This design comes from an exercise in tuning for small area, a short achievable clock period and few clock cycles on the open sky130 flow, not from production work. Only simulation tests tie the RTL to the original design; equivalence was not proved. Power and IR drop assume default switching activity.

==> flow/flow/run.sh <==
#!/bin/bash
# standard layout, with the port buffers and timing repair free to pick any
# buffer and drive strength (not only the same cell footprint)
set -euo pipefail
bash standard.sh MATCH_CELL_FOOTPRINT=0 "BUFFER_PORTS_ARGS=-buffer_cell sky130_fd_sc_hd__buf_2" finish > make_finish.log 2>&1
==> flow/standard.sh <==
#!/bin/bash
# synth_recipe.tcl (not shown) runs the flow's synth.tcl, then flattens the netlist and writes it again
# the make line also repeats each setting of config.mk as NAME=value (left out here)
make -C /OpenROAD-flow-scripts/flow DESIGN_CONFIG=/design/flow/config.mk WORK_HOME=/design/flow/orfs CLKGATE_MAP_FILE= SYNTH_SCRIPT=/design/flow/synth_recipe.tcl "${@:-finish}"
==> flow/config.mk <==
export PLATFORM = sky130hd
export DESIGN_NAME = rv_core
export DESIGN_NICKNAME = rv_core
export VERILOG_FILES = /design/flow/design.v
export SDC_FILE = /design/flow/constraint.sdc
export NUM_CORES = 8
export LEC_CHECK = 0
export CAP_MARGIN = 20
export CORE_MARGIN = 2
export CORE_UTILIZATION = 50
export CTS_CLUSTER_DIAMETER = 100
export CTS_CLUSTER_SIZE = 25
export PLACE_DENSITY = 0.6
export SETUP_SLACK_MARGIN = 4.6
export SLEW_MARGIN = 20
export TNS_END_PERCENT = 0
==> flow/constraint.sdc <==
create_clock -name core_clock -period 7.5 [get_ports {clk}]
set_input_delay 1.5000 -clock core_clock [delete_from_list [all_inputs] [get_ports {clk}]]
set_output_delay 1.5000 -clock core_clock [all_outputs]
set_load 0.01 [all_outputs]
==> flow/design.v <==
package rv_pkg;
    localparam int xlen      = 32;
    localparam int addr_w    = 30;  
    localparam int reg_idx_w = 5;
    localparam logic [31:0] nop_instr = 32'h0000_0013;
    localparam logic [6:0] op_r_type = 7'b0110011;
    localparam logic [6:0] op_i_type = 7'b0010011;
    localparam logic [6:0] op_load   = 7'b0000011;
    localparam logic [6:0] op_store  = 7'b0100011;
    localparam logic [3:0] alu_nop = 4'd0;  
    localparam logic [3:0] alu_add = 4'd1;
    localparam logic [3:0] alu_sub = 4'd2;
    localparam logic [3:0] alu_and = 4'd3;
    localparam logic [3:0] alu_or  = 4'd4;
    localparam logic [3:0] alu_xor = 4'd5;
    localparam logic [3:0] alu_sll = 4'd6;
    localparam logic [3:0] alu_srl = 4'd7;
    localparam logic [3:0] alu_sra = 4'd8;
    localparam logic [3:0] alu_slt = 4'd9;
    localparam logic [1:0] fwd_none = 2'd0;  
    localparam logic [1:0] fwd_mem  = 2'd1;  
    localparam logic [1:0] fwd_wb   = 2'd2;  
endpackage
`timescale 1ns/1ps
module rv_regfile (
    input  logic        clk,
    input  logic        rst_n,
    input  logic        we,
    input  logic [4:0]  wa,
    input  logic [31:0] wd,
    input  logic [4:0]  n_ra,       
    input  logic [4:0]  n_rb,
    input  logic        n_xa,       
    input  logic        n_xb,
    output logic [31:0] qa,
    output logic [31:0] qb
);
    logic [31:0] regs [1:31];
    logic [31:1] vld;
    logic [31:1] wdec;
    logic [31:1] sa, sb;
    always_comb begin
        for (int i = 1; i < 32; i++) wdec[i] = we && wa == 5'(i);
    end
    always_ff @(posedge clk or negedge rst_n) begin
        if (!rst_n) begin
            vld <= '0;
        end else begin
            vld <= vld | wdec;
        end
    end
    always_ff @(posedge clk) begin
        for (int i = 1; i < 32; i++) begin
            if (wdec[i]) regs[i] <= wd;
        end
    end
    always_ff @(posedge clk) begin
        for (int i = 1; i < 32; i++) begin
            sa[i] <= n_ra == 5'(i) && (vld[i] || wdec[i]) && !n_xa;
            sb[i] <= n_rb == 5'(i) && (vld[i] || wdec[i]) && !n_xb;
        end
    end
    always_comb begin
        qa = '0;
        qb = '0;
        for (int i = 1; i < 32; i++) begin
            qa = qa | ({32{sa[i]}} & regs[i]);
            qb = qb | ({32{sb[i]}} & regs[i]);
        end
    end
endmodule
`timescale 1ns/1ps
module rv_core #(
    parameter logic [rv_pkg::addr_w-1:0] reset_pc = '0
) (
    input  logic                      clk,
    input  logic                      rst_n,
    output logic [rv_pkg::addr_w-1:0] icache_addr,
    input  logic [31:0]               icache_rdata,
    input  logic                      icache_stall,
    output logic                      dcache_ren,
    output logic                      dcache_wen,
    output logic [rv_pkg::addr_w-1:0] dcache_addr,
    output logic [31:0]               dcache_wdata,
    input  logic [31:0]               dcache_rdata,
    input  logic                      dcache_stall
);
    logic [29:0] pc;
    logic        d_v;
    logic [31:0] d_ins;
    logic        e_v, e_wr, e_ld, e_st;
    logic [4:0]  e_rd;
    logic [31:0] e_a, e_bx, e_sd;
    logic        e_fsd;
    logic [3:0]  e_sr1;     
    logic [3:0]  e_sl1;     
    logic [7:0]  e_sh4;     
    logic        c_add, c_sub, c_slt, c_t01, c_t10, c_t11, c_sll, c_sr, c_sra;
    logic        m_wr, m_ld, m_st;
    logic [4:0]  m_rd;
    logic [31:0] m_alu, m_sd;
    logic        m_hold, lu;
    logic [31:0] m_res, ld_data;
    assign icache_addr = pc;
    logic [31:0] f_ins;
    assign f_ins = {icache_rdata[7:0], icache_rdata[15:8],
                    icache_rdata[23:16], icache_rdata[31:24]};
    assign m_hold      = (m_ld | m_st) & dcache_stall;
    logic       r_rep;
    logic [2:0] r_cnt;
    logic       adv;
    assign adv = !lu && !icache_stall && !m_hold;
    logic [3:0]  pc_lo;
    logic [26:0] pc_hi_m1;
    logic [29:0] pc_dec;
    assign pc_lo    = {1'b0, pc[2:0]} - {1'b0, r_cnt};
    assign pc_hi_m1 = pc[29:3] - 27'd1;
    assign pc_dec   = {pc_lo[3] ? pc_hi_m1 : pc[29:3], pc_lo[2:0]};
    always_ff @(posedge clk or negedge rst_n) begin
        if (!rst_n) begin
            pc    <= reset_pc;
            d_v   <= 1'b0;
            r_rep <= 1'b0;
        end else begin
            r_rep <= m_hold;
            if (r_rep)    pc <= pc_dec;
            else if (adv) pc <= pc + 30'd1;
            if (m_hold || r_rep) d_v <= 1'b0;
            else if (!lu)        d_v <= !icache_stall;
        end
    end
    always_ff @(posedge clk) begin
        r_cnt <= {2'd0, d_v} + {2'd0, e_v};
    end
    always_ff @(posedge clk) begin
        if (!lu) begin
            d_ins <= {icache_rdata[7:0], icache_rdata[15:8],
                      icache_rdata[23:16], icache_rdata[31:24]};
        end
    end
    logic [6:0]  opcode;
    logic [2:0]  f3;
    logic [4:0]  rs1, rs2, rd;
    logic        is_r, is_i, is_ld, is_st, uses_rs1, wr;
    logic [31:0] rf_a, rf_b, qa, qb;
    logic [11:0] imm;
    logic        sub, fa, fb;
    logic [31:0] alu;
    assign opcode = d_ins[6:0];
    assign f3     = d_ins[14:12];
    assign rs1    = d_ins[19:15];
    assign rs2    = d_ins[24:20];
    assign rd     = d_ins[11:7];
    assign is_r     = d_v && opcode == rv_pkg::op_r_type;
    assign is_i     = d_v && opcode == rv_pkg::op_i_type;
    assign is_ld    = d_v && opcode == rv_pkg::op_load;
    assign is_st    = d_v && opcode == rv_pkg::op_store;
    assign uses_rs1 = is_r | is_i | is_ld | is_st;
    assign wr       = (is_r | is_i | is_ld) && rd != 5'd0;
    assign imm = is_st ? {d_ins[31:25], d_ins[11:7]} : d_ins[31:20];
    assign sub = (is_r && f3 == 3'b000 && d_ins[30]) || ((is_r || is_i) && f3 == 3'b010);
    logic       d_lu;
    logic [6:0] f_op;
    logic       f_r, f_use1;
    assign f_op   = f_ins[6:0];
    assign f_r    = f_op == rv_pkg::op_r_type;
    assign f_use1 = f_r || f_op == rv_pkg::op_i_type || f_op == rv_pkg::op_load ||
                    f_op == rv_pkg::op_store;
    always_ff @(posedge clk) begin
        d_lu <= !lu && is_ld && rd != 5'd0 &&
                ((f_use1 && f_ins[19:15] == rd) || (f_r && f_ins[24:20] == rd));
    end
    assign lu = d_lu && d_v;
    logic [4:0] n_ra, n_rb;
    logic       fa_n, fb_n, ba_n, bb_n;
    assign n_ra = lu ? rs1 : f_ins[19:15];
    assign n_rb = lu ? rs2 : f_ins[24:20];
    assign fa_n = !lu && wr && rd == f_ins[19:15];
    assign fb_n = !lu && wr && rd == f_ins[24:20];
    assign ba_n = e_wr && e_rd == n_ra;
    assign bb_n = e_wr && e_rd == n_rb;
    rv_regfile u_regfile (
        .clk, .rst_n, .we(m_wr), .wa(m_rd), .wd(m_res),
        .n_ra(n_ra), .n_rb(n_rb), .n_xa(fa_n || ba_n), .n_xb(fb_n || bb_n),
        .qa(rf_a), .qb(rf_b)
    );
    logic d_fa, d_fb, d_ba, d_bb;
    always_ff @(posedge clk) begin
        d_fa <= fa_n;
        d_fb <= fb_n;
        d_ba <= ba_n && !fa_n;
        d_bb <= bb_n && !fb_n;
    end
    assign qa = rf_a | ({32{d_ba}} & m_res);
    assign qb = rf_b | ({32{d_bb}} & m_res);
    assign fa = d_fa;
    assign fb = d_fb && is_r;
    always_ff @(posedge clk or negedge rst_n) begin
        if (!rst_n) begin
            e_v  <= 1'b0;
            e_wr <= 1'b0;
            e_ld <= 1'b0;
            e_st <= 1'b0;
        end else begin
            e_v  <= d_v   && !lu && !m_hold;
            e_wr <= wr    && !lu && !m_hold;
            e_ld <= is_ld && !lu && !m_hold;
            e_st <= is_st && !lu && !m_hold;
        end
    end
    always_ff @(posedge clk) begin
        e_rd     <= rd;
        e_a      <= ({32{fa}} & alu) | qa;
        e_bx     <= ({32{fb && !sub}} & alu) | ({32{fb && sub}} & ~alu)
                  | ({32{!d_fb && is_r && !sub}} & qb) | ({32{!d_fb && is_r && sub}} & ~qb)
                  | ({32{!is_r}} & ({{20{imm[11]}}, imm} ^ {32{sub}}));
        e_sd     <= qb;
        e_sr1    <= (is_i && f3 == 3'b001) ? 4'b0 : 4'b1 << d_ins[21:20];
        e_sl1    <= (is_i && f3 == 3'b001) ? 4'b1 << d_ins[21:20] : 4'b0;
        e_sh4    <= 8'b1 << d_ins[24:22];
        e_fsd    <= d_fb;
        c_add    <= is_ld || is_st || ((is_r || is_i) && f3 == 3'b000);
        c_sub    <= sub;
        c_slt    <= (is_r || is_i) && f3 == 3'b010;
        c_t01    <= (is_r || is_i) && (f3 == 3'b100 || f3 == 3'b110);
        c_t10    <= (is_r || is_i) && (f3 == 3'b100 || f3 == 3'b110);
        c_t11    <= (is_r || is_i) && (f3 == 3'b110 || f3 == 3'b111);
        c_sll    <= is_i && f3 == 3'b001;
        c_sr     <= is_i && f3 == 3'b101;
        c_sra    <= d_ins[30];
    end
    logic [31:0] a, bx, sum, sd, sh_t, shr, shl;
    logic        fill;
    logic        lt;
    assign a   = e_a;
    assign bx  = e_bx;
    assign sd  = e_fsd ? m_res : e_sd;    
    logic [32:0] sum33;
    assign sum33 = {a, 1'b1} + {bx, c_sub};    
    assign sum   = sum33[32:1];
    assign lt  = (a[31] ^ bx[31] ^ c_sub) ? a[31] : sum[31];
    assign fill = c_sra & c_sr & a[31];
    always_comb begin
        for (int i = 0; i < 32; i++) begin
            sh_t[i] = 1'b0;
            for (int j = 0; j < 4; j++)
                sh_t[i] = sh_t[i] | (e_sr1[j] & (i + j < 32 ? a[(i + j) % 32] : fill))
                                  | (e_sl1[j] & (i + j < 32 ? a[(63 - i - j) % 32] : 1'b0));
        end
        for (int i = 0; i < 32; i++) begin
            shr[i] = 1'b0;
            for (int k = 0; k < 8; k++)
                shr[i] = shr[i] | (e_sh4[k] & (i + 4 * k < 32 ? sh_t[(i + 4 * k) % 32] : fill));
        end
    end
    always_comb begin
        for (int i = 0; i < 32; i++) shl[i] = shr[31-i];
    end
    assign alu = ({32{c_add}} & sum)
               | {31'd0, c_slt & lt}
               | ({32{c_t01}} & ~a & bx)
               | ({32{c_t10}} & a & ~bx)
               | ({32{c_t11}} & a & bx)
               | ({32{c_sll}} & shl)
               | ({32{c_sr}}  & shr);
    always_ff @(posedge clk or negedge rst_n) begin
        if (!rst_n) begin
            m_wr <= 1'b0;
            m_ld <= 1'b0;
            m_st <= 1'b0;
        end else if (!m_hold) begin
            m_wr <= e_wr;
            m_ld <= e_ld;
            m_st <= e_st;
        end
    end
    always_ff @(posedge clk) begin
        if (!m_hold) begin
            m_rd  <= e_rd;
            m_alu <= alu;
            m_sd  <= sd;
        end
    end
    assign dcache_ren   = m_ld;
    assign dcache_wen   = m_st;
    assign dcache_addr  = m_alu[31:2];
    assign dcache_wdata = {m_sd[7:0], m_sd[15:8], m_sd[23:16], m_sd[31:24]};
    assign ld_data      = {dcache_rdata[7:0], dcache_rdata[15:8],
                           dcache_rdata[23:16], dcache_rdata[31:24]};
    assign m_res        = m_ld ? ld_data : m_alu;
endmodule
==> results of run 1 <==
[where the power goes]
group | switching, mW | total (mW) | internal, mW
clock network | 2.53 | 4.27 | 1.74
registers | 0.158 | 8.31 | 8.15
logic | 0.407 | 0.643 | 0.236
[layer usage]
metal  share of wire (%)  wire length [um]  global-route usage (%)
met2                  41            115000                    63.3
met1                  33             94200                    55.6
met5                0.12               336                    1.06
met3                  17             47700                    19.6
met4                 8.4             23700                    29.5
[per-stage QoR]
| step | util, % | hold slack (ns) | std cells | setup slack, ns | area, um2 |
|---|---|---|---|---|---|
| 3_3_place_gp | 52.7 | 0.421 | 5882 | 3.54 | 62300 |
| 2_1_floorplan | - | 0.329 | 4406 | 3.70 | 59700 |
| 4_1_cts | 54.6 | 0.445 | 6001 | 4.33 | 64600 |
| 3_5_place_dp | 52.7 | 0.430 | 5883 | 3.51 | 62300 |
| 6_report | 55.6 | 0.458 | 6073 | 4.40 | 65700 |
| 5_1_grt | 55.5 | 0.481 | 6051 | 4.39 | 65600 |
[cell families after synthesis]
group / after synthesis / share of synthesized area, %
and+or+nand+nor: 831 / 7.24
DFF: 1358 / 64.4
muxes: 112 / 2.03
adders and majority gates: 39 / 0.842
xor gates and xnor gates: 142 / 2.08
AOI/OAI and AO/OA: 1497 / 20.4
buffers and inverters: 427 / 3.00
[layout by cell type (no fill, tap or decap), types with 69 or more instances in the layout]
| cell type | count |
|---|---|
| mux2_2 | 71 |
| nand4_1 | 140 |
| dfxtp_1 | 90 |
| edfxtp_1 | 1093 |
| dfxtp_2 | 92 |
| xnor2_1 | 76 |
| nand3_1 | 158 |
| nand2_1 | 122 |
| buf_4 | 192 |
| buf_2 | 160 |
| dfrtp_1 | 69 |
| a221oi_1 | 303 |
| clkbuf_16 | 70 |
| nor2_1 | 107 |
| a22oi_1 | 456 |
| nor3_1 | 84 |
| a222oi_1 | 75 |
| a22o_1 | 291 |
[timing repair]
action | CTS | global route
gates cloned | 0 | 2
resized for setup | 69 | 141
pin swaps | 9 | 35
buffers inserted | 12 | 47
setup endpoints to repair | 216 | 210
[flip-flops by register name (all words and copies together), names as in the netlist, 2 cells and up]
signal and cells:
u_regfile.regs 992, r_cnt 2, u_regfile.sb 31, d_ins 32, u_regfile.sa 31, e_sd 32
e_sl1 4, m_alu 32, pc 30, e_sh4 8, u_regfile.vld 31, m_sd 32
e_rd 5, e_sr1 4, m_rd 5, e_a 32, e_bx 32
[area by class of cell]
type	count	area (um2)
flip-flops and latches	1358	38600
inverters	63	244
fillers	9666	52600
well taps	1536	1920
multi-input cells	2621	20400
clock inverters	11	146
clock buffers	95	1810
diodes	23	57.6
repair buffers	366	2470
[worst min path at each step]
| stage | slack [ns] | cells past startpoint | end | from |
|---|---|---|---|---|
| finish | 0.46 | 1 | e_v$_DFF_PN0_ | d_lu$_DFF_P_ |
| global route | 0.48 | 0 | c_sra$_DFF_P_ | d_ins[30]$_DFFE_PN_ |
| detailed placement | 0.43 | 1 | e_v$_DFF_PN0_ | d_lu$_DFF_P_ |
| global placement | 0.42 | 1 | e_v$_DFF_PN0_ | d_lu$_DFF_P_ |
| CTS | 0.44 | 1 | e_v$_DFF_PN0_ | d_lu$_DFF_P_ |
| floorplan | 0.33 | 0 | e_fsd$_DFF_P_ | d_fb$_DFF_P_ |
[worst max-delay path: stages (launching register included)]
cell	delay, ns
dfxtp_2	0.69
buf_4	0.48
a22o_1	0.24
a221oi_1	0.28
nand3_1	0.10
or4_1	0.81
a221o_1	0.36
==> flow_summary.json, run 1 <==
{
  "status": "no timing/DRC/antenna violations",
  "grt_pass1_wl_um": 376000,
  "path_max_fanout": 20,
  "end_kind": "flop",
  "yosysMostFrequentCell": "edfxtp_1",
  "yosysTopAreaCell": "edfxtp_1",
  "yosys_warnings": 3,
  "hold_viol": 0,
  "syn_to_final_growth_pct": 10.0,
  "p_per_area_nw_per_um2": 201,
  "vdd_drop_max_mv": 0.191,
  "reg2regPathDepth": 6,
  "drtPass1Iterations": 15,
  "cts_sinks": 1358,
  "coreArea_um2": 118000,
  "syn_nets": 4513,
  "critical_path.startpoint_type": "flop",
  "required_ns": 8.10,
  "tightest_slew_ns": 1.19,
  "dieArea_um2": 122000,
  "wl_per_cell_um": 46.3,
  "synth.distinct_cells": 90,
  "r2r_end": "e_a[12]$_DFF_P_",
  "start_util_pct": 50.5,
  "boundaryPins": 162,
  "grt_setup_unrepaired": "true",
  "synth-seq-cells": 1358,
  "antenna_found_initial": 17,
  "overflow": 0,
  "synth_commonest_cells": "edfxtp_1, a22oi_1, a221oi_1",
  "cts_made_buffers": 66,
  "seq_area_frac_synth_pct": 64.4,
  "hold_buffers": 0,
  "finalCritPeriodShare_pct": 41.3,
  "dr.first_iter.drc_count": 11000,
  "finalWirelength_um": 281000,
  "netlist_area_um2": 59700,
  "grtUsageTotal_pct": 44.8,
  "totalNegativeSetupSlack_ns": 0,
  "maxCapViolCount": 0,
  "crit_type": "reg2reg",
  "rows": 126,
  "io_buffer_count": 161,
  "num_vias": 49900,
  "crit_arrival_ns": 3.70,
  "relSlewSlack_pct": 21.0,
  "slew_violations": 0,
  "fmax_ghz": 0.323,
  "drive_above_1_share_pct": 17.4,
  "worstReg2RegStart": "u_regfile.sa[28]$_DFF_P_",
  "r2r_slack_ns": 4.40,
  "clock_latency_ns": 0.72,
  "gp_congestion": 1.03,
  "layout.nets": 4583,
  "crit_start": "u_regfile.sa[28]$_DFF_P_",
  "h-tree-depth": 3,
  "drc": 0,
  "cts.clk_slew.worst_paths_ns": 0.11,
  "hpwl_um": 150000,
  "finalPower_mw": 13.2,
  "die_height_um": 350,
  "endpoint": "e_a[12]$_DFF_P_",
  "clockBufferDepth": 3,
  "yosysTopAreaCellShare_pct": 55.0,
  "cts-root-buf": "clkbuf_16",
  "async_flop_share_pct": 5.15,
  "syn_inst": 4406,
  "grt_pass1_vias": 45700,
  "chipWidth_um": 350,
  "yosys_most_used_dff": "edfxtp_1",
  "finalCriticalPeriod_ns": 3.10,
  "synth_area_leaders": "edfxtp_1, dfxtp_1, a22oi_1",
  "cts_tree": "yes",
  "grt_max_degree": 71,
  "setup_viol": 0,
  "vias_per_cell": 8.22,
  "synth.avg_cell_area_um2": 13.6,
  "min_path_type": "reg2reg",
  "route.antenna.remaining_nets": 0,
  "skew_ns": 0.0459,
  "leakagePower_nw": 22.9,
  "synth_edf_count": 1093
}
Testbench counts, summed over its fixed seeds: cycles 14,420.
==> inputs of run 2 (changes only) <==
--- a/flow/config.mk
+++ b/flow/config.mk
@@ -13,4 +13,3 @@
 export PLACE_DENSITY = 0.6
 export SETUP_SLACK_MARGIN = 4.6
 export SLEW_MARGIN = 20
-export TNS_END_PERCENT = 0
==> flow_summary.json, run 2 <==
{
  "status": "no timing/DRC/antenna violations",
  "regMostFlops": "u_regfile.regs",
  "clockBufferDepth": 3,
  "finalWirelength_um": 288000,
  "drive_above_1_share_pct": 21.4,
  "min_path_type": "reg2reg",
  "crit_arrival_ns": 3.40,
  "grt_setup_unrepaired": "true",
  "setup_viol": 0,
  "whs_ns": 0.462,
  "synth_commonest_cells": "edfxtp_1, a22oi_1, a221oi_1",
  "wl_per_cell_um": 46.6,
  "hold_buffers": 0,
  "yosysTopAreaCell": "edfxtp_1",
  "synth.avg_cell_area_um2": 13.6,
  "dieArea_um2": 122000,
  "route.antenna.remaining_nets": 0,
  "grt_pass1_wl_um": 382000,
  "crit_type": "reg2reg",
  "critical_path.startpoint_type": "flop",
  "end_kind": "flop",
  "cts_made_buffers": 61,
  "finalPower_mw": 13.1,
  "yosys_warnings": 3,
  "fmax_ghz": 0.334,
  "yosysTopAreaCellShare_pct": 55.0,
  "leakagePower_nw": 23.5,
  "required_ns": 7.91,
  "vias_per_cell": 8.14,
  "yosys_most_used_dff": "edfxtp_1",
  "finalCritPeriodShare_pct": 39.9,
  "cts_sinks": 1358,
  "syn_to_final_growth_pct": 12.1,
  "seq_area_frac_synth_pct": 64.4,
  "maxCapViolCount": 0,
  "final_common_cell": "edfxtp_1",
  "rows": 126,
  "h-tree-depth": 2,
  "grt_pass1_vias": 46300,
  "fill_cells": 9650,
  "start_util_pct": 50.5,
  "drc": 0,
  "die_height_um": 350,
  "overflow": 0,
  "cts.clk_slew.worst_paths_ns": 0.11,
  "cts_tree": "yes",
  "vdd_drop_max_mv": 0.209,
  "slew_violations": 0,
  "coreArea_um2": 118000,
  "p_per_area_nw_per_um2": 195,
  "dr.first_iter.drc_count": 10700,
  "cts-root-buf": "clkbuf_16",
  "async_flop_share_pct": 5.15,
  "totalNegativeSetupSlack_ns": 0,
  "grt_max_degree": 58,
  "grtUsageTotal_pct": 45.6,
  "synth_edf_count": 1093,
  "tightest_slew_ns": 1.23,
  "finalCriticalPeriod_ns": 2.99,
  "hold_viol": 0,
  "boundaryPins": 162,
  "netlist_area_um2": 59700,
  "io_buffer_count": 161,
  "skew_ns": 0.0286,
  "yosysMostFrequentCell": "edfxtp_1",
  "syn_inst": 4406,
  "synth_area_leaders": "edfxtp_1, dfxtp_1, a22oi_1",
  "mostFrequentLayoutCells": "edfxtp_1, a22oi_1, a221oi_1, buf_4, a22o_1",
  "path_max_fanout": 16,
  "clock_latency_ns": 0.77,
  "hpwl_um": 153000,
  "synth.distinct_cells": 90,
  "num_vias": 50300,
  "relSlewSlack_pct": 18.3,
  "multi_input_area_um2": 20900,
  "syn_nets": 4513,
  "gp_congestion": 1.02,
  "layout.nets": 4694,
  "regArea_um2": 38700,
  "synth-seq-cells": 1358,
  "largest_reg_flops": 992,
  "antenna_found_initial": 11,
  "chipWidth_um": 350,
  "drtPass1Iterations": 13
}
==> run 2: cell counts after synthesis <==
Identical to the previous run, type by type.
==> run 2: where the power goes <==
| part | internal, mW | leakage [nW] | total [mW] | switching, mW |
|---|---|---|---|---|
| logic | 0.297 | 9.77 | 0.778 | 0.481 |
| clock network | 1.54 | 0.828 | 4.02 | 2.48 |
| registers | 8.15 | 12.9 | 8.27 | 0.118 |
| total | 9.99 | 23.5 | 13.1 | 3.08 |
==> run 2: path summary, 6_finish.rpt <==
| kind | from | cells past startpoint | slack, ns | to |
|---|---|---|---|---|
| setup / recovery | m_rd[4]$_DFFE_PN_ | 5 | 4.51 | u_regfile.regs[3][25]$_DFFE_PP_ |
| hold / removal | d_ins[30]$_DFFE_PN_ | 0 | 0.46 | c_sra$_DFF_P_ |
| setup reg to reg | m_rd[4]$_DFFE_PN_ | 5 | 4.51 | u_regfile.regs[3][25]$_DFFE_PP_ |
| hold reg to reg | d_ins[30]$_DFFE_PN_ | 0 | 0.46 | c_sra$_DFF_P_ |
| max in group asynchronous | rst_n | 2 | 5.78 | m_ld$_DFFE_PN0N_ |
| min in group asynchronous | rst_n | 1 | 0.56 | pc[23]$_DFFE_PN0P_ |
==> run 2: cell families (layout without fill, tap and decap cells) <==
group	Yosys count	in the layout	share of synthesized area, %
other cells	0	12	0
fa+ha+maj	39	39	0.842
compound gates	1497	1497	20.4
mux	112	112	2.03
simple gates	831	831	7.24
flops	1358	1358	64.4
xor+xnor	142	142	2.08
buf+inv	427	646	3.00
==> run 2: through the flow <==
stage               worst slack, ns  std cells  cell area (um2)  utilization, %
detailed placement             3.52       5888            62500            52.8
floorplan                      3.70       4406            59800               -
finish                         4.51       6173            67000            56.6
global route                   4.51       6161            66900            56.6
CTS                            4.49       6081            65600            55.5
global placement               3.53       5886            62400            52.8
==> run 2: layer usage <==
layer,GRT usage [%],part of all wire [%]
met5,1.41,0.10
met4,32.1,9.2
met1,55.8,33
met2,64.7,41
met3,19.6,17
==> run 2: final cells by class <==
class	instances	share of cell area [%]
well taps	1536	2.87
repair buffers	482	5.15
inverters	63	0.361
clock buffers	92	2.45
flip-flops and latches	1358	57.8
diodes	12	0.0448
multi-input cells	2621	31.1
clock inverters	9	0.140
==> run 2: critical path, stage by stage (launching register included) <==
cell and delay (ns):
edfxtp_1 0.49, nor2b_1 0.27, nand3_1 0.38, nor2_4 0.64, buf_12 0.29, buf_4 0.53
==> run 2: repair_timing <==
action,4_1_cts,5_1_grt
endpoints found under the setup margin,241,125
pin swaps,43,67
resized for setup,202,144
gates cloned,2,0
setup buffers,90,80
==> inputs of run 3 (changes only) <==
--- a/flow/config.mk
+++ b/flow/config.mk
@@ -11,5 +11,6 @@
 export CTS_CLUSTER_DIAMETER = 100
 export CTS_CLUSTER_SIZE = 25
 export PLACE_DENSITY = 0.6
-export SETUP_SLACK_MARGIN = 4.6
+export SETUP_SLACK_MARGIN = 4.7
 export SLEW_MARGIN = 20
+export TNS_END_PERCENT = 0
==> flow_summary.json, run 3 <==
{
  "status": "no timing/DRC/antenna violations",
  "io_buffer_count": 161,
  "regMostFlops": "u_regfile.regs",
  "dieArea_um2": 122000,
  "yosys_most_used_dff": "edfxtp_1",
  "min_path_type": "reg2reg",
  "crit_arrival_ns": 3.72,
  "setup_viol": 0,
  "cts_sinks": 1358,
  "mostFrequentLayoutCells": "edfxtp_1, a22oi_1, a221oi_1, a22o_1, buf_4",
  "yosysTopAreaCellShare_pct": 55.0,
  "p_per_area_nw_per_um2": 200,
  "hold_viol": 0,
  "relSlewSlack_pct": 20.7,
  "clockBufferDepth": 3,
  "crit_chain": "buf_4 > a22o_1 > a221oi_1 > nand4_1 > a211o_1 > nand3_1 > nand4_1",
  "crit_type": "reg2reg",
  "syn_to_final_growth_pct": 11.2,
  "async_flop_share_pct": 5.15,
  "finalWirelength_um": 282000,
  "wl_per_cell_um": 46.2,
  "crit_start": "u_regfile.sb[28]$_DFF_P_",
  "crit_top_cell": "nand4_1",
  "grt_pass1_vias": 46000,
  "finalCritPeriodShare_pct": 40.9,
  "layout.nets": 4615,
  "slowest_stage": "dfxtp_2",
  "drtPass1Iterations": 10,
  "num_vias": 49700,
  "cts_tree": "yes",
  "synth_commonest_cells": "edfxtp_1, a22oi_1, a221oi_1",
  "totalNegativeSetupSlack_ns": 0,
  "tightest_slew_ns": 1.18,
  "final_common_cell": "edfxtp_1",
  "netlist_area_um2": 59700,
  "grtUsageTotal_pct": 45.0,
  "hpwl_um": 150000,
  "leakagePower_nw": 23.1,
  "yosysTopAreaCell": "edfxtp_1",
  "seq_area_frac_synth_pct": 64.4,
  "synth.avg_cell_area_um2": 13.6,
  "finalWorstSetupSlack_ns": 4.43,
  "cts-root-buf": "clkbuf_16",
  "coreArea_um2": 118000,
  "boundaryPins": 162,
  "grt_setup_unrepaired": "true",
  "postLayoutCellArea_um2": 66400,
  "route.antenna.remaining_nets": 0,
  "fmax_ghz": 0.326,
  "gp_congestion": 1.03,
  "die_height_um": 350,
  "slew_violations": 0,
  "grt_max_degree": 71,
  "synth-seq-cells": 1358,
  "drive_above_1_share_pct": 19.0,
  "finalCriticalPeriod_ns": 3.07,
  "cp_top_family": "compound AO/OA/AOI/OAI gates",
  "vias_per_cell": 8.15,
  "whs_ns": 0.463,
  "place_area_um2": 62300,
  "synth_edf_count": 1093,
  "h-tree-depth": 3,
  "maxCapViolCount": 0,
  "antenna_found_initial": 20,
  "dr.first_iter.drc_count": 11200,
  "required_ns": 8.15,
  "overflow": 0,
  "cts_made_buffers": 66,
  "syn_inst": 4406,
  "drc": 0,
  "synth_area_leaders": "edfxtp_1, dfxtp_1, a22oi_1",
  "clock_latency_ns": 0.71,
  "yosys_warnings": 3,
  "hold_buffers": 0,
  "rows": 126,
  "place_ws_ns": 3.51,
  "synth.distinct_cells": 90,
  "worstHoldStart": "d_lu$_DFF_P_",
  "largest_reg_flops": 992,
  "max_stage_delay_ns": 0.76,
  "path_max_fanout": 24,
  "grt_pass1_wl_um": 378000,
  "start_util_pct": 50.5,
  "skew_ns": 0.0450,
  "vdd_drop_max_mv": 0.192,
  "cts.clk_slew.worst_paths_ns": 0.11,
  "end_kind": "flop",
  "worstReg2RegStart": "u_regfile.sb[28]$_DFF_P_",
  "syn_nets": 4513,
  "chipWidth_um": 350,
  "critical_path.startpoint_type": "flop",
  "cp_num_buf_inv": 1,
  "yosysMostFrequentCell": "edfxtp_1"
}
-- run 3: cell counts after synthesis --
No cell type changed its count.
-- run 3: path summary, 6_finish.rpt --
check / slack (ns) / to / cells after the start
min reg2reg: 0.46 / e_v$_DFF_PN0_ / 1
max in group asynchronous: 5.83 / m_ld$_DFFE_PN0N_ / 1
min in group asynchronous: 0.95 / pc[29]$_DFFE_PN0P_ / 1
min: 0.46 / e_v$_DFF_PN0_ / 1
max: 4.43 / e_bx[30]$_DFF_P_ / 7
max reg2reg: 4.43 / e_bx[30]$_DFF_P_ / 7
-- run 3: power by group --
group	internal, mW	total [mW]	switching [mW]
clock network	1.74	4.28	2.54
registers	8.15	8.31	0.160
logic	0.251	0.666	0.415
total	10.1	13.3	3.11
-- run 3: timing repair --
action | CTS | global route
gates cloned | 2 | 1
endpoints found under the setup margin | 263 | 266
buffers inserted | 45 | 45
resized for setup | 147 | 156
pin swaps | 35 | 51
-- run 3: per-layer routing --
| metal | global-route usage (%) | wire length [um] |
|---|---|---|
| met3 | 20.0 | 47700 |
| met4 | 30.0 | 23700 |
| met5 | 0.628 | 275 |
| met2 | 63.9 | 116000 |
| met1 | 55.4 | 94400 |
-- run 3: logic make-up (layout without fill, tap and decap cells) --
family | Yosys count | after routing | synth area share (%)
AOI/OAI and AO/OA | 1497 | 1497 | 20.4
xor gates and xnor gates | 142 | 142 | 2.08
adders and majority gates | 39 | 39 | 0.842
buffers and inverters | 427 | 567 | 3.00
DFF | 1358 | 1358 | 64.4
muxes | 112 | 112 | 2.03
other | 0 | 25 | 0
and+or+nand+nor | 831 | 831 | 7.24
-- run 3: through the flow --
| stage | utilization (%) | power [mW] | instances |
|---|---|---|---|
| 6_report | 56.1 | 13.3 | 6107 |
| 5_1_grt | 56.1 | 13.5 | 6083 |
| 4_1_cts | 55.2 | 13.2 | 6036 |
| 3_5_place_dp | 52.7 | 9.07 | 5883 |
| 3_3_place_gp | 52.7 | 9.07 | 5882 |
| 2_1_floorplan | - | 8.79 | 4406 |
-- run 3: cell type report --
class / instances / area (um2)
Sequential cell: 1358 / 38700
Clock inverter: 11 / 146
Clock buffer: 95 / 1810
Tap cell: 1536 / 1920
Multi-Input combinational cell: 2621 / 20700
Inverter: 63 / 253
Fill cell: 9577 / 51800
Timing Repair Buffer: 398 / 2770
Antenna cell: 25 / 62.6
==> inputs of run 4 (changes only) <==
--- a/flow/config.mk
+++ b/flow/config.mk
@@ -13,4 +13,3 @@
 export PLACE_DENSITY = 0.6
 export SETUP_SLACK_MARGIN = 4.7
 export SLEW_MARGIN = 20
-export TNS_END_PERCENT = 0
==> flow_summary.json, run 4 <==
{
  "min_path_type": "reg2reg",
  "drive_above_1_share_pct": 23.3,
  "relSlewSlack_pct": 17.9,
  "hold_viol": 0,
  "crit_arrival_ns": 3.52,
  "end_kind": "flop",
  "yosys_warnings": 3,
  "vdd_drop_max_mv": 0.170,
  "cts_sinks": 1358,
  "required_ns": 8.06,
  "grt_pass1_wl_um": 382000,
  "reg2regPathDepth": 8,
  "p_per_area_nw_per_um2": 196,
  "syn_to_final_growth_pct": 14.0,
  "worstHoldStart": "e_ld$_DFF_PN0_",
  "maxCapViolCount": 0,
  "cts_made_buffers": 66,
  "place_ws_ns": 2.77,
  "slowest_stage": "dfxtp_2",
  "num_vias": 50700,
  "route.antenna.remaining_nets": 0,
  "chipWidth_um": 350,
  "synth_area_leaders": "edfxtp_1, dfxtp_1, a22oi_1",
  "rows": 126,
  "max_stage_delay_ns": 0.74,
  "dieArea_um2": 122000,
  "totalNegativeSetupSlack_ns": 0,
  "finalWirelength_um": 287000,
  "leakagePower_nw": 23.9,
  "regMostFlops": "u_regfile.regs",
  "clockBufferDepth": 3,
  "io_buffer_count": 161,
  "cts-root-buf": "clkbuf_16",
  "cts.clk_slew.worst_paths_ns": 0.10,
  "yosysTopAreaCellShare_pct": 55.0,
  "netlist_area_um2": 59700,
  "syn_inst": 4406,
  "finalWorstSetupSlack_ns": 4.53,
  "largest_reg_flops": 992,
  "fill_cells": 9473,
  "layout.nets": 4734,
  "seq_area_frac_synth_pct": 64.4,
  "grt_max_degree": 60,
  "worstReg2RegStart": "u_regfile.sb[11]$_DFF_P_",
  "drc": 0,
  "synth.distinct_cells": 90,
  "tightest_slew_ns": 1.23,
  "setup_viol": 0,
  "async_flop_share_pct": 5.15,
  "whs_ns": 0.467,
  "synth_edf_count": 1093,
  "finalCritPeriodShare_pct": 39.6,
  "die_height_um": 350,
  "coreArea_um2": 118000,
  "r2r_slack_ns": 4.53,
  "dr.first_iter.drc_count": 11000,
  "status": "no timing/DRC/antenna violations",
  "h-tree-depth": 3,
  "wl_per_cell_um": 46.3,
  "synth.avg_cell_area_um2": 13.6,
  "drtPass1Iterations": 13,
  "synth-seq-cells": 1358,
  "slew_violations": 0,
  "skew_ns": 0.0364,
  "hpwl_um": 153000,
  "mostFrequentLayoutCells": "edfxtp_1, a22oi_1, a221oi_1, buf_4, a22o_1",
  "clock_latency_ns": 0.71,
  "yosysMostFrequentCell": "edfxtp_1",
  "synth_commonest_cells": "edfxtp_1, a22oi_1, a221oi_1",
  "finalPower_mw": 13.3,
  "finalCriticalPeriod_ns": 2.97,
  "grt_setup_unrepaired": "true",
  "hold_end": "m_ld$_DFFE_PN0N_",
  "gp_congestion": 1.00,
  "grt_pass1_vias": 46100,
  "antenna_found_initial": 14,
  "grtUsageTotal_pct": 45.6,
  "final_common_cell": "edfxtp_1",
  "fmax_ghz": 0.337,
  "crit_type": "reg2reg",
  "start_util_pct": 50.5,
  "vias_per_cell": 8.18,
  "yosys_most_used_dff": "edfxtp_1",
  "cts_tree": "yes",
  "yosysTopAreaCell": "edfxtp_1",
  "path_max_fanout": 23,
  "hold_depth": 2,
  "overflow": 0,
  "boundaryPins": 162,
  "crit_chain": "buf_4 > a22o_1 > a221oi_1 > nand4_1 > a211o_1 > mux2i_4 > xnor2_2 > a21oi_1",
  "r2r_end": "e_bx[9]$_DFF_P_",
  "syn_nets": 4513,
  "critical_path.startpoint_type": "flop"
}
-- run 4: cell counts after synthesis --
No cell type changed its count.
-- run 4: logic make-up after synthesis --
| family | count (synthesis) | synth area share, % |
|---|---|---|
| mux | 112 | 2.03 |
| fa+ha+maj | 39 | 0.842 |
| xor+xnor | 142 | 2.08 |
| flops | 1358 | 64.4 |
| buf+inv | 427 | 3.00 |
| simple gates | 831 | 7.24 |
| compound gates | 1497 | 20.4 |
-- run 4: layout make-up --
cell class                 count  area (um2)  area share, %
clock buffer                  90        1780           2.62
multi-input combinational   2622       21300           31.3
clock inverter                 8         135          0.198
timing repair buffer         516        3920           5.76
sequential                  1358       38800           56.9
tap                         1536        1920           2.82
antenna                       12        30.0         0.0441
inverter                      63         258          0.379
-- run 4: worst max-delay path by stage --
stage	end	from
after global placement	pc[28]$_DFFE_PN0P_	dcache_stall
after detailed placement	pc[28]$_DFFE_PN0P_	dcache_stall
final	e_bx[9]$_DFF_P_	u_regfile.sb[11]$_DFF_P_
after floorplan	pc[28]$_DFFE_PN0P_	dcache_stall
after CTS	e_bx[9]$_DFF_P_	e_sh4[6]$_SDFF_PN0_
after global routing	e_bx[21]$_DFF_P_	e_sl1[0]$_SDFF_PN0_
-- run 4: timing repair --
item	4_1_cts	5_1_grt
resized for setup	280	199
gates cloned	3	3
hold endpoints to repair	0	0
setup buffers	108	97
pin swaps	66	112
hold buffers	0	0
endpoints found under the setup margin	388	155
-- run 4: stage by stage --
step	cells	utilization (%)	area (um2)
6_report	6205	57.6	68100
4_1_cts	6093	56.1	66300
2_1_floorplan	4406	-	59800
3_5_place_dp	5884	52.8	62400
5_1_grt	6195	57.6	68100
3_3_place_gp	5884	52.8	62400
-- run 4: power by group --
part | internal (mW) | total [mW] | leakage [nW] | switching, mW
clock network | 1.74 | 4.22 | 0.924 | 2.48
registers | 8.15 | 8.26 | 12.9 | 0.105
logic | 0.340 | 0.856 | 10.1 | 0.516
-- run 4: critical path, delay by kind of cell, from the launching register on --
kind                   cells  cell delay, ns
AO/OA/AOI/OAI              4            0.75
flip-flops                 1            0.74
buffers and inverters      1            0.69
XOR/XNOR                   1            0.27
AND/OR/NAND/NOR            1            0.15
multiplexers               1            0.13
-- run 4: routing by layer --
metal	GRT usage, %	vias up	part of all wire (%)
met1	56.3	24900	33
met5	2.39	-	0.18
met4	29.4	18	8.9
met3	21.2	1570	18
met2	64.0	5550	40
li1	-	18700	-
==> inputs of run 5 (changes only) <==
--- a/flow/config.mk
+++ b/flow/config.mk
@@ -10,6 +10,6 @@
 export CORE_UTILIZATION = 50
 export CTS_CLUSTER_DIAMETER = 100
 export CTS_CLUSTER_SIZE = 25
-export PLACE_DENSITY = 0.6
-export SETUP_SLACK_MARGIN = 4.7
+export PLACE_DENSITY = 0.65
+export SETUP_SLACK_MARGIN = 4.6
 export SLEW_MARGIN = 20
==> flow_summary.json, run 5 <==
{
  "status": "no timing/DRC/antenna violations",
  "netSwitchingFraction_pct": 23.2,
  "synth_area_leaders": "edfxtp_1, dfxtp_1, a22oi_1",
  "yosysTopAreaCellShare_pct": 55.0,
  "grt_max_degree": 71,
  "route.antenna.remaining_nets": 0,
  "cts_made_buffers": 61,
  "finalWorstSetupSlack_ns": 4.45,
  "leakagePower_nw": 23.2,
  "required_ns": 8.10,
  "finalCritPeriodShare_pct": 40.7,
  "boundaryPins": 162,
  "skew_ns": 0.0396,
  "fmax_ghz": 0.328,
  "synth_commonest_cells": "edfxtp_1, a22oi_1, a221oi_1",
  "p_seq_share_pct": 64.0,
  "gp_congestion": 1.06,
  "cp_num_buf_inv": 1,
  "clkPwrFrac_pct": 30.3,
  "min_path_type": "reg2reg",
  "pwr-share-comb_pct": 5.7,
  "postLayoutCellArea_um2": 66400,
  "syn_nets": 4513,
  "end_kind": "flop",
  "yosysTopAreaCell": "edfxtp_1",
  "place_ws_ns": 2.82,
  "crit_type": "reg2reg",
  "synth.distinct_cells": 90,
  "clockBufferDepth": 3,
  "multi_input_area_um2": 20700,
  "wl_per_cell_um": 45.2,
  "layout.nets": 4653,
  "cts-root-buf": "clkbuf_16",
  "setup_viol": 0,
  "power.switching_mw": 3.01,
  "critical_path.startpoint_type": "flop",
  "vias_per_cell": 8.30,
  "die_height_um": 350,
  "async_flop_share_pct": 5.15,
  "regArea_um2": 38700,
  "rows": 126,
  "crit_arrival_ns": 3.65,
  "drtPass1Iterations": 10,
  "synth-seq-cells": 1358,
  "syn_inst": 4406,
  "grt_pass1_vias": 46200,
  "finalWirelength_um": 277000,
  "fill_cells": 9532,
  "overflow": 0,
  "chipWidth_um": 350,
  "maxCapViolCount": 0,
  "num_vias": 50800,
  "netlist_area_um2": 59700,
  "yosys_warnings": 3,
  "io_buffer_count": 161,
  "p_int_mw": 9.96,
  "mostFrequentLayoutCells": "edfxtp_1, a22oi_1, a221oi_1, a22o_1, buf_4",
  "slew_violations": 0,
  "vdd_drop_max_mv": 0.206,
  "tightest_slew_ns": 1.20,
  "synth.avg_cell_area_um2": 13.6,
  "coreArea_um2": 118000,
  "seq_area_frac_synth_pct": 64.4,
  "final_common_cell": "edfxtp_1",
  "largest_reg_flops": 992,
  "synth_edf_count": 1093,
  "crit_chain": "buf_4 > a22o_1 > a221oi_1 > nand4_1 > a211o_1 > xnor2_1 > nor2_1 > a21oi_1 > o21ai_0",
  "yosysMostFrequentCell": "edfxtp_1",
  "antenna_found_initial": 13,
  "grt_setup_unrepaired": "true",
  "start_util_pct": 50.5,
  "dr.first_iter.drc_count": 11700,
  "cts_sinks": 1358,
  "place_area_um2": 62300,
  "cts.clk_slew.worst_paths_ns": 0.10,
  "max_stage_delay_ns": 1.06,
  "dieArea_um2": 122000,
  "slowest_stage": "dfxtp_2",
  "finalPower_mw": 13.0,
  "grtUsageTotal_pct": 43.7,
  "hold_buffers": 0,
  "p_per_area_nw_per_um2": 195,
  "clock_latency_ns": 0.77,
  "hold_viol": 0,
  "syn_to_final_growth_pct": 11.3,
  "hpwl_um": 143000,
  "totalNegativeSetupSlack_ns": 0,
  "relSlewSlack_pct": 19.4,
  "finalCriticalPeriod_ns": 3.05,
  "path_max_fanout": 19,
  "final_util_pct": 56.2,
  "h-tree-depth": 2,
  "cp_top_family": "flip-flops",
  "yosys_most_used_dff": "edfxtp_1",
  "cts_tree": "yes",
  "drc": 0,
  "regMostFlops": "u_regfile.regs",
  "drive_above_1_share_pct": 19.9,
  "grt_pass1_wl_um": 369000
}
-- run 5: cell counts after synthesis --
No cell type changed its count.
-- run 5: logic make-up after synthesis --
kind of cell / count (synthesis) / share of synthesized area [%]
multiplexers: 112 / 2.03
buffers and inverters: 427 / 3.00
AND/OR/NAND/NOR: 831 / 7.24
AO/OA/AOI/OAI: 1497 / 20.4
adder cells (fa/ha/maj): 39 / 0.842
XOR/XNOR: 142 / 2.08
flip-flops: 1358 / 64.4
-- run 5: timing repair --
action / CTS / global route
endpoints found under the setup margin: 230 / 146
setup buffers: 51 / 84
endpoints found under the hold margin: 0 / 0
gates resized for setup: 174 / 137
cloned: 4 / 2
pin swaps: 29 / 64
-- run 5: path summary, 6_finish.rpt --
check	from	slack, ns	endpoint	cells past startpoint
setup / recovery	u_regfile.sb[21]$_DFF_P_	4.45	e_bx[24]$_DFF_P_	9
hold / removal	d_lu$_DFF_P_	0.46	e_v$_DFF_PN0_	1
setup reg to reg	u_regfile.sb[21]$_DFF_P_	4.45	e_bx[24]$_DFF_P_	9
hold reg to reg	d_lu$_DFF_P_	0.46	e_v$_DFF_PN0_	1
max in group asynchronous	rst_n	5.80	pc[1]$_DFFE_PN0P_	2
min in group asynchronous	rst_n	1.00	pc[24]$_DFFE_PN0P_	2
-- run 5: per-stage QoR --
stage	hold WS [ns]	cells
finish	0.456	6123
global route	0.471	6109
CTS	0.424	6023
floorplan	0.329	4406
detailed placement	0.410	5878
global placement	0.407	5878
-- run 5: layout make-up --
cell class | count | area share [%]
diodes | 14 | 0.0527
clock buffers | 83 | 2.42
clock inverters | 7 | 0.137
inverters | 63 | 0.377
multi-input cells | 2621 | 31.1
flip-flops and latches | 1358 | 58.3
well taps | 1536 | 2.89
repair buffers | 441 | 4.68
-- run 5: per-layer routing --
layer  share of wire [%]  wire, um  GRT usage, %
met5                0.26       720          3.34
met4                 9.2     25500          28.8
met3                  19     52400          22.1
met2                  40    109000          60.5
met1                  32     88800          53.2
-- run 5: power by group through the flow --
stage	Clock (mW)	Sequential (mW)	Combinational, mW
CTS	3.90	8.30	0.640
finish	3.93	8.31	0.733
global placement	0	8.49	0.571
detailed placement	0	8.49	0.581
floorplan	0	8.44	0.361
global route	4.15	8.32	0.773
-- run 5: worst register-to-register path, delay by kind of cell, from the launching register on --
family | cells | cell delay, ns
flops | 1 | 1.06
buf+inv | 1 | 0.66
compound gates | 5 | 0.84
xor+xnor | 1 | 0.16
simple gates | 2 | 0.20
==> inputs of run 6 (changes only) <==
--- a/flow/config.mk
+++ b/flow/config.mk
@@ -10,6 +10,6 @@
 export CORE_UTILIZATION = 50
 export CTS_CLUSTER_DIAMETER = 100
 export CTS_CLUSTER_SIZE = 25
-export PLACE_DENSITY = 0.65
-export SETUP_SLACK_MARGIN = 4.6
+export PLACE_DENSITY = 0.6
+export SETUP_SLACK_MARGIN = 4.65
 export SLEW_MARGIN = 20
==> flow_summary.json, run 6 <==
{
  "cts.clk_slew.worst_paths_ns": 0.10,
  "whs_ns": 0.461,
  "cts_sinks": 1358,
  "hold_buffers": 0,
  "grtUsageTotal_pct": 45.4,
  "p_seq_share_pct": 62.7,
  "overflow": 0,
  "grt_pass1_vias": 46200,
  "yosysTopAreaCellShare_pct": 55.0,
  "start_util_pct": 50.5,
  "chipWidth_um": 350,
  "fmax_ghz": 0.333,
  "vias_per_cell": 8.18,
  "drive_above_1_share_pct": 22.2,
  "clkPwrFrac_pct": 30.6,
  "skew_ns": 0.0233,
  "synth.avg_cell_area_um2": 13.6,
  "wl_per_cell_um": 46.4,
  "stdcell_count": 6193,
  "antenna_found_initial": 15,
  "slowest_stage": "edfxtp_1",
  "grt_max_degree": 71,
  "setup_viol": 0,
  "cts-root-buf": "clkbuf_16",
  "die_height_um": 350,
  "syn_inst": 4406,
  "layout.nets": 4711,
  "maxCapViolCount": 0,
  "syn_nets": 4513,
  "clockBufferDepth": 3,
  "regMostFlops": "u_regfile.regs",
  "finalWirelength_um": 287000,
  "final_common_cell": "edfxtp_1",
  "yosys_most_used_dff": "edfxtp_1",
  "boundaryPins": 162,
  "largest_reg_flops": 992,
  "path_max_fanout": 2,
  "status": "no timing/DRC/antenna violations",
  "io_buffer_count": 161,
  "postLayoutCellArea_um2": 67500,
  "hold_viol": 0,
  "synth-seq-cells": 1358,
  "hold_depth": 2,
  "crit_chain": "buf_2",
  "netlist_area_um2": 59700,
  "drc": 0,
  "clock_latency_ns": 0.76,
  "dpl.cell_count": 5891,
  "crit_type": "reg2out",
  "path_depth": 1,
  "dr.first_iter.drc_count": 10800,
  "finalCriticalPeriod_ns": 3.01,
  "end_kind": "output pin",
  "mostFrequentLayoutCells": "edfxtp_1, a22oi_1, a221oi_1, buf_4, a22o_1",
  "min_path_type": "reg2reg",
  "synth.distinct_cells": 90,
  "yosysMostFrequentCell": "edfxtp_1",
  "drtPass1Iterations": 14,
  "crit_arrival_ns": 1.51,
  "cp_top_family": "flip-flops",
  "power.switching_mw": 3.07,
  "syn_to_final_growth_pct": 13.0,
  "final_util_pct": 57.1,
  "worstReg2RegStart": "u_regfile.sa[4]$_DFF_P_",
  "synth_edf_count": 1093,
  "vdd_drop_max_mv": 0.187,
  "critical_path.startpoint_type": "flop",
  "cp_num_buf_inv": 1,
  "max_stage_delay_ns": 0.54,
  "netSwitchingFraction_pct": 23.3,
  "finalPower_mw": 13.2,
  "totalNegativeSetupSlack_ns": 0,
  "hpwl_um": 151000,
  "worstHoldStart": "e_ld$_DFF_PN0_",
  "finalCritPeriodShare_pct": 40.1,
  "grt_pass1_wl_um": 381000,
  "cts_tree": "yes",
  "yosys_warnings": 3,
  "tightest_slew_ns": 1.20,
  "reg2regPathDepth": 5,
  "cts_made_buffers": 61,
  "slew_violations": 0,
  "seq_area_frac_synth_pct": 64.4,
  "finalWorstSetupSlack_ns": 4.49,
  "gp_congestion": 0.994,
  "crit_start": "m_alu[14]$_DFFE_PN_",
  "p_per_area_nw_per_um2": 195,
  "leakagePower_nw": 23.7,
  "num_vias": 50700,
  "h-tree-depth": 2,
  "synth_area_leaders": "edfxtp_1, dfxtp_1, a22oi_1",
  "synth_commonest_cells": "edfxtp_1, a22oi_1, a221oi_1",
  "route.antenna.remaining_nets": 0,
  "dieArea_um2": 122000,
  "coreArea_um2": 118000,
  "rows": 126,
  "yosysTopAreaCell": "edfxtp_1",
  "p_int_mw": 10.1,
  "pwr-share-comb_pct": 6.7,
  "place_area_um2": 62500,
  "grt_setup_unrepaired": "true",
  "place_ws_ns": 3.54,
  "required_ns": 6.00,
  "relSlewSlack_pct": 20.1,
  "async_flop_share_pct": 5.15
}
run 6: cell counts after synthesis:
No cell type changed its count.
run 6: cell type report:
| type | count | area (um2) |
|---|---|---|
| antenna | 14 | 35.0 |
| clock buffer | 97 | 1700 |
| clock inverter | 5 | 58.8 |
| fill | 9585 | 50700 |
| inverter | 63 | 239 |
| multi-input combinational | 2621 | 21000 |
| sequential | 1358 | 38700 |
| tap | 1536 | 1920 |
| timing repair buffer | 499 | 3790 |
run 6: metal layers:
layer	GRT usage [%]	wire (um)	vias to the layer above
met4	29.8	25700	25
li1	-	-	18700
met5	1.14	380	-
met2	65.0	118000	5378
met1	55.6	95300	25000
met3	20.2	48200	1561
run 6: power groups by stage:
stage	clock network [mW]	logic (mW)	registers [mW]
floorplan	0	0.362	8.44
global placement	0	0.600	8.47
detailed placement	0	0.603	8.47
CTS	4.00	0.775	8.25
global route	4.26	0.935	8.27
finish	4.03	0.879	8.26
run 6: cells by family after synthesis:
family                   share of synthesized area [%]
multiplexers                                      2.03
AND/OR/NAND/NOR                                   7.24
adder cells (fa/ha/maj)                          0.842
XOR/XNOR                                          2.08
AO/OA/AOI/OAI                                     20.4
flip-flops                                        64.4
buffers and inverters                             3.00
run 6: path summary, 6_finish.rpt:
check,slack (ns),to
min reg2reg,0.46,m_ld$_DFFE_PN0N_
max reg2reg,4.52,e_a[5]$_DFF_P_
min,0.46,m_ld$_DFFE_PN0N_
max,4.49,dcache_addr[12]
max in group asynchronous,6.16,m_ld$_DFFE_PN0N_
min in group asynchronous,0.76,pc[22]$_DFFE_PN0P_
run 6: timing repair:
item / CTS / global route
cloned: 2 / 4
gates resized for setup: 218 / 195
buffers inserted: 94 / 86
pin swaps: 50 / 92
endpoints found under the setup margin: 268 / 146
==> inputs of run 7 (changes only) <==
--- a/flow/config.mk
+++ b/flow/config.mk
@@ -8,8 +8,8 @@
 export CAP_MARGIN = 20
 export CORE_MARGIN = 2
 export CORE_UTILIZATION = 50
-export CTS_CLUSTER_DIAMETER = 100
-export CTS_CLUSTER_SIZE = 25
+export CTS_CLUSTER_DIAMETER = 80
+export CTS_CLUSTER_SIZE = 20
 export PLACE_DENSITY = 0.6
-export SETUP_SLACK_MARGIN = 4.65
+export SETUP_SLACK_MARGIN = 4.6
 export SLEW_MARGIN = 20
==> flow_summary.json, run 7 <==
{
  "slowest_stage": "dfxtp_2",
  "layout.nets": 4674,
  "path_depth": 8,
  "grtUsageTotal_pct": 45.8,
  "syn_inst": 4406,
  "grtUsageMet1_pct": 55.9,
  "leakagePower_nw": 23.6,
  "cts_sinks": 1358,
  "r2r_slack_ns": 4.49,
  "crit_type": "reg2reg",
  "setup_viol": 0,
  "dieArea_um2": 122000,
  "overflow": 0,
  "final_common_cell": "edfxtp_1",
  "path_max_fanout": 23,
  "drtPass1Iterations": 9,
  "h-tree-depth": 3,
  "slew_violations": 0,
  "min_path_type": "reg2reg",
  "tightest_slew_ns": 1.22,
  "clockBufferDepth": 3,
  "maxCapViolCount": 0,
  "async_flop_share_pct": 5.15,
  "grtUsageMet2_pct": 64.4,
  "grt_setup_unrepaired": "true",
  "synth_commonest_cells": "edfxtp_1, a22oi_1, a221oi_1",
  "synth.distinct_cells": 90,
  "yosys_warnings": 3,
  "crit_start": "u_regfile.sb[8]$_DFF_P_",
  "chipWidth_um": 350,
  "end_kind": "flop",
  "cp_num_buf_inv": 1,
  "busiest_layer": "met2",
  "boundaryPins": 162,
  "synth_area_leaders": "edfxtp_1, dfxtp_1, a22oi_1",
  "cts_made_buffers": 82,
  "drc": 0,
  "crit_arrival_ns": 3.61,
  "clock_latency_ns": 0.74,
  "route.antenna.remaining_nets": 0,
  "final_util_pct": 56.9,
  "gp_congestion": 1.02,
  "drive_above_1_share_pct": 21.1,
  "num_vias": 50600,
  "start_util_pct": 50.5,
  "cts.clk_slew.worst_paths_ns": 0.09,
  "netlist_area_um2": 59700,
  "worstReg2RegStart": "u_regfile.sb[8]$_DFF_P_",
  "p_per_area_nw_per_um2": 206,
  "mostFrequentLayoutCells": "edfxtp_1, a22oi_1, a221oi_1, a22o_1, buf_4",
  "critical_path.startpoint_type": "flop",
  "status": "no timing/DRC/antenna violations",
  "seq_area_frac_synth_pct": 64.4,
  "synth.avg_cell_area_um2": 13.6,
  "finalCritPeriodShare_pct": 40.2,
  "yosysTopAreaCell": "edfxtp_1",
  "fmax_ghz": 0.332,
  "wl_per_cell_um": 46.6,
  "die_height_um": 350,
  "endpoint": "e_bx[8]$_DFF_P_",
  "hpwl_um": 153000,
  "synth_edf_count": 1093,
  "yosysMostFrequentCell": "edfxtp_1",
  "crit_chain": "buf_4 > a22o_1 > a221oi_1 > nand4_1 > a211o_1 > mux2i_1 > xnor2_1 > a21oi_1",
  "fill_cells": 9621,
  "grt_pass1_wl_um": 382000,
  "whs_ns": 0.457,
  "hold_viol": 0,
  "finalCriticalPeriod_ns": 3.01,
  "vias_per_cell": 8.19,
  "finalWirelength_um": 288000,
  "syn_nets": 4513,
  "synth-seq-cells": 1358,
  "relSlewSlack_pct": 19.0,
  "r2r_end": "e_bx[8]$_DFF_P_",
  "reg2regPathDepth": 8,
  "required_ns": 8.09,
  "yosys_most_used_dff": "edfxtp_1",
  "rows": 126,
  "grt_max_degree": 58,
  "cts-root-buf": "clkbuf_16",
  "dr.first_iter.drc_count": 11300,
  "vdd_drop_max_mv": 0.218,
  "cts_tree": "yes",
  "grt_pass1_vias": 46500,
  "yosysTopAreaCellShare_pct": 55.0,
  "io_buffer_count": 161,
  "totalNegativeSetupSlack_ns": 0,
  "coreArea_um2": 118000,
  "regMostFlops": "u_regfile.regs",
  "hold_depth": 0,
  "cp_top_family": "compound AO/OA/AOI/OAI gates",
  "max_stage_delay_ns": 0.72,
  "grtUsageMet3_pct": 19.9,
  "finalPower_mw": 13.8,
  "antenna_found_initial": 11,
  "syn_to_final_growth_pct": 12.7,
  "largest_reg_flops": 992,
  "skew_ns": 0.0379
}
## run 7: worst register-to-register path: stages, from the launching register on
cell and delay (ns):
dfxtp_2 0.72, buf_4 0.68, a22o_1 0.30, a221oi_1 0.06, nand4_1 0.17, a211o_1 0.51, mux2i_1 0.18, xnor2_1 0.18
a21oi_1 0.09
## run 7: timing repair
item / in CTS / in global routing
cloned: 2 / 0
pin swaps: 37 / 55
gates resized for setup: 189 / 139
setup endpoints to repair: 223 / 128
hold buffers: 0 / 0
setup buffers: 78 / 51
## run 7: report_power, final
part	internal, mW	total (mW)	switching [mW]
combinational	0.263	0.692	0.429
clock	2.17	4.85	2.68
sequential	8.15	8.31	0.155
total	10.6	13.8	3.27
## run 7: routing by layer
layer / routed length [um] / up-vias
met1: 95100 / 24800
met4: 27100 / 12
met2: 117000 / 5551
met5: 248 / -
met3: 48400 / 1633
li1: - / 18600
## run 7: cells by family after synthesis
group	after synthesis	share of synthesized area, %
muxes	112	2.03
AOI/OAI and AO/OA	1497	20.4
xor gates and xnor gates	142	2.08
adders and majority gates	39	0.842
and+or+nand+nor	831	7.24
buffers and inverters	427	3.00
DFF	1358	64.4
## run 7: area by class of cell
cell class | instances | area (um2) | share of cell area [%]
Timing Repair Buffer | 441 | 3110 | 4.62
Clock buffer | 120 | 2270 | 3.37
Sequential cell | 1358 | 38700 | 57.5
Inverter | 63 | 244 | 0.362
Multi-Input combinational cell | 2621 | 20800 | 30.9
Tap cell | 1536 | 1920 | 2.86
Clock inverter | 18 | 198 | 0.294
Antenna cell | 20 | 50.0 | 0.0744
## run 7: through the flow
step	instances	cell area (um2)	setup slack, ns
after global placement	5886	62400	3.53
final	6177	67300	4.49
after global routing	6157	67300	4.47
after floorplan	4406	59800	3.70
after CTS	6106	66200	4.51
after detailed placement	5888	62500	3.52
## run 7: how the worst min path moves through the flow
stage	startpoint	to	slack [ns]
after CTS	d_ins[30]$_DFFE_PN_	c_sra$_DFF_P_	0.46
after floorplan	d_fb$_DFF_P_	e_fsd$_DFF_P_	0.33
final	d_ins[30]$_DFFE_PN_	c_sra$_DFF_P_	0.46
after detailed placement	d_ins[30]$_DFFE_PN_	c_sra$_DFF_P_	0.44
after global routing	d_ins[30]$_DFFE_PN_	c_sra$_DFF_P_	0.47
after global placement	d_ins[30]$_DFFE_PN_	c_sra$_DFF_P_	0.43
==> inputs of run 8 (changes only) <==
--- a/flow/config.mk
+++ b/flow/config.mk
@@ -11,5 +11,5 @@
 export CTS_CLUSTER_DIAMETER = 80
 export CTS_CLUSTER_SIZE = 20
 export PLACE_DENSITY = 0.6
-export SETUP_SLACK_MARGIN = 4.6
+export SETUP_SLACK_MARGIN = 4.7
 export SLEW_MARGIN = 20
==> flow_summary.json, run 8 <==
{
  "min_path_type": "reg2reg",
  "whs_ns": 0.458,
  "multi_input_area_um2": 21300,
  "crit_chain": "buf_4 > a22o_1 > a221oi_1 > nand3_1 > or4_1 > a221o_1",
  "grt_max_degree": 60,
  "slowest_stage": "or4_1",
  "netSwitchingFraction_pct": 23.3,
  "drtPass1Iterations": 22,
  "overflow": 0,
  "critical_path.startpoint_type": "flop",
  "p_per_area_nw_per_um2": 201,
  "fill_cells": 9396,
  "finalCritPeriodShare_pct": 39.5,
  "regArea_um2": 38800,
  "max_stage_delay_ns": 0.70,
  "power.switching_mw": 3.21,
  "tightest_slew_ns": 1.21,
  "crit_arrival_ns": 3.58,
  "clockBufferDepth": 3,
  "io_buffer_count": 161,
  "wl_per_cell_um": 46.3,
  "clock_latency_ns": 0.73,
  "yosysTopAreaCell": "edfxtp_1",
  "skew_ns": 0.0272,
  "cts.clk_slew.worst_paths_ns": 0.09,
  "clkPwrFrac_pct": 33.7,
  "route.antenna.remaining_nets": 0,
  "synth_commonest_cells": "edfxtp_1, a22oi_1, a221oi_1",
  "largest_reg_flops": 992,
  "drc": 0,
  "end_kind": "flop",
  "grtUsageTotal_pct": 45.9,
  "antenna_found_initial": 20,
  "postLayoutCellArea_um2": 68800,
  "gp_congestion": 1.00,
  "syn_to_final_growth_pct": 15.2,
  "synth_edf_count": 1093,
  "place_ws_ns": 2.77,
  "yosysTopAreaCellShare_pct": 55.0,
  "start_util_pct": 50.5,
  "boundaryPins": 162,
  "num_vias": 51600,
  "pwr-share-comb_pct": 6.5,
  "layout.nets": 4773,
  "finalCriticalPeriod_ns": 2.96,
  "fmax_ghz": 0.338,
  "hold_viol": 0,
  "regMostFlops": "u_regfile.regs",
  "relSlewSlack_pct": 19.4,
  "synth.distinct_cells": 90,
  "maxCapViolCount": 0,
  "yosys_most_used_dff": "edfxtp_1",
  "vdd_drop_max_mv": 0.173,
  "chipWidth_um": 350,
  "finalWirelength_um": 290000,
  "grt_setup_unrepaired": "true",
  "cp_num_buf_inv": 1,
  "grt_pass1_wl_um": 385000,
  "place_area_um2": 62400,
  "seq_area_frac_synth_pct": 64.4,
  "async_flop_share_pct": 5.15,
  "synth.avg_cell_area_um2": 13.6,
  "synth-seq-cells": 1358,
  "slew_violations": 0,
  "grt_pass1_vias": 46600,
  "p_int_mw": 10.6,
  "cts-root-buf": "clkbuf_16",
  "mostFrequentLayoutCells": "edfxtp_1, a22oi_1, buf_4, a221oi_1, a22o_1",
  "rows": 126,
  "yosys_warnings": 3,
  "leakagePower_nw": 24.2,
  "cp_top_family": "compound AO/OA/AOI/OAI gates",
  "finalWorstSetupSlack_ns": 4.54,
  "dr.first_iter.drc_count": 11900,
  "coreArea_um2": 118000,
  "vias_per_cell": 8.24,
  "cts_tree": "yes",
  "p_seq_share_pct": 59.8,
  "finalPower_mw": 13.8,
  "dieArea_um2": 122000,
  "cts_sinks": 1358,
  "netlist_area_um2": 59700,
  "yosysMostFrequentCell": "edfxtp_1",
  "hpwl_um": 153000,
  "status": "no timing/DRC/antenna violations",
  "synth_area_leaders": "edfxtp_1, dfxtp_1, a22oi_1",
  "cts_made_buffers": 80,
  "syn_nets": 4513,
  "drive_above_1_share_pct": 23.9,
  "final_common_cell": "edfxtp_1",
  "crit_type": "reg2reg",
  "die_height_um": 350,
  "required_ns": 8.11,
  "setup_viol": 0,
  "syn_inst": 4406,
  "totalNegativeSetupSlack_ns": 0,
  "path_max_fanout": 24,
  "h-tree-depth": 3
}
[run 8: cell counts after synthesis]
No cell type changed its count.
[run 8: worst paths after layout]
check                                         start                  to  slack (ns)  cells after the start
min in group asynchronous                     rst_n  pc[13]$_DFFE_PN0P_        0.61                      1
max reg2reg                u_regfile.sa[18]$_DFF_P_      e_a[1]$_DFF_P_        4.54                      6
min reg2reg                          e_ld$_DFF_PN0_    m_ld$_DFFE_PN0N_        0.46                      2
max                        u_regfile.sa[18]$_DFF_P_      e_a[1]$_DFF_P_        4.54                      6
max in group asynchronous                     rst_n    m_ld$_DFFE_PN0N_        5.69                      2
min                                  e_ld$_DFF_PN0_    m_ld$_DFFE_PN0N_        0.46                      2
[run 8: cell type report]
type / count / area share (%)
clock inverter: 9 / 0.133
tap: 1536 / 2.79
clock buffer: 116 / 3.21
antenna: 22 / 0.0800
inverter: 63 / 0.375
timing repair buffer: 541 / 6.15
sequential: 1358 / 56.3
multi-input combinational: 2622 / 30.9
[run 8: layer usage]
metal | global-route usage, % | up-vias | share of wire, %
li1 | - | 18900 | -
met3 | 22.6 | 1637 | 18
met1 | 55.9 | 25300 | 33
met4 | 30.0 | 27 | 8.9
met5 | 2.28 | - | 0.22
met2 | 64.2 | 5836 | 40
[run 8: metrics by stage]
step	utilization [%]	cells
final	58.2	6267
after global routing	58.2	6249
after CTS	56.6	6146
after detailed placement	52.8	5884
after global placement	52.8	5884
after floorplan	-	4406
[run 8: power groups by stage]
stage,combinational (mW),sequential [mW],clock [mW]
2_1_floorplan,0.363,8.44,0
3_3_place_gp,0.591,8.48,0
3_5_place_dp,0.596,8.48,0
4_1_cts,0.789,8.25,4.61
5_1_grt,0.947,8.27,4.88
6_report,0.895,8.26,4.65
[run 8: kinds of logic (layout without fill, tap and decap cells)]
| family | Yosys count | count (layout) | synth area share, % |
|---|---|---|---|
| AO/OA/AOI/OAI | 1497 | 1497 | 20.4 |
| XOR/XNOR | 142 | 142 | 2.08 |
| adder cells (fa/ha/maj) | 39 | 39 | 0.842 |
| buffers and inverters | 427 | 729 | 3.00 |
| flip-flops | 1358 | 1358 | 64.4 |
| multiplexers | 112 | 112 | 2.03 |
| other | 0 | 22 | 0 |
| AND/OR/NAND/NOR | 831 | 832 | 7.24 |
[run 8: worst reg2reg max path, stage by stage (launching register included)]
cell and delay (ns):
dfxtp_2 0.49, buf_4 0.49, a22o_1 0.35, a221oi_1 0.36
nand3_1 0.16, or4_1 0.70, a221o_1 0.31
[run 8: what timing repair did]
item,CTS,global route
setup endpoints to repair,369,200
pin swaps,74,125
hold endpoints to repair,0,0
cloned,3,7
gates resized for setup,287,194
setup buffers,134,91
hold buffers,0,0

afterwards: timing with drivers on the ports:
The flow's constraints put no driver on any port. The routed layouts listed below were extracted and timed again, unchanged, in two steps. Step 1: set_driving_cell puts a clkbuf_16 on clk and a buf_2 on each other input, an assumption about the parent block. Step 2 also shifts input and output timing later by t, the mid clock arrival at the registers, as if the neighbouring blocks saw the same clock. Three values: no drivers, after step 1, after step 2; two values: the first two.
| run | t (ns) | slack for setup (ns) | cell pins on the clock port's net |
|---|---|---|---|
| run 1 | 0.780 | 4.401 / 4.401 / 3.923 | 1 |
| run 2 | 0.832 | 4.508 / 4.453 / 3.899 | 1 |
| run 3 | 0.774 | 4.433 / 4.433 / 3.983 | 1 |
| run 4 | 0.768 | 4.533 / 4.533 / 3.921 | 1 |
| run 5 | 0.819 | 4.451 / 4.451 / 3.863 | 1 |
| run 6 | 0.826 | 4.494 / 4.422 / 3.974 | 1 |
| run 7 | 0.795 | 4.486 / 4.476 / 3.941 | 1 |
| run 8 | 0.792 | 4.538 / 4.521 / 3.885 | 1 |
After both steps setup and hold are still met in every run listed. The setup slack of run 8, which loses most, moves by -0.017 ns with the drivers and by -0.653 ns with both steps.
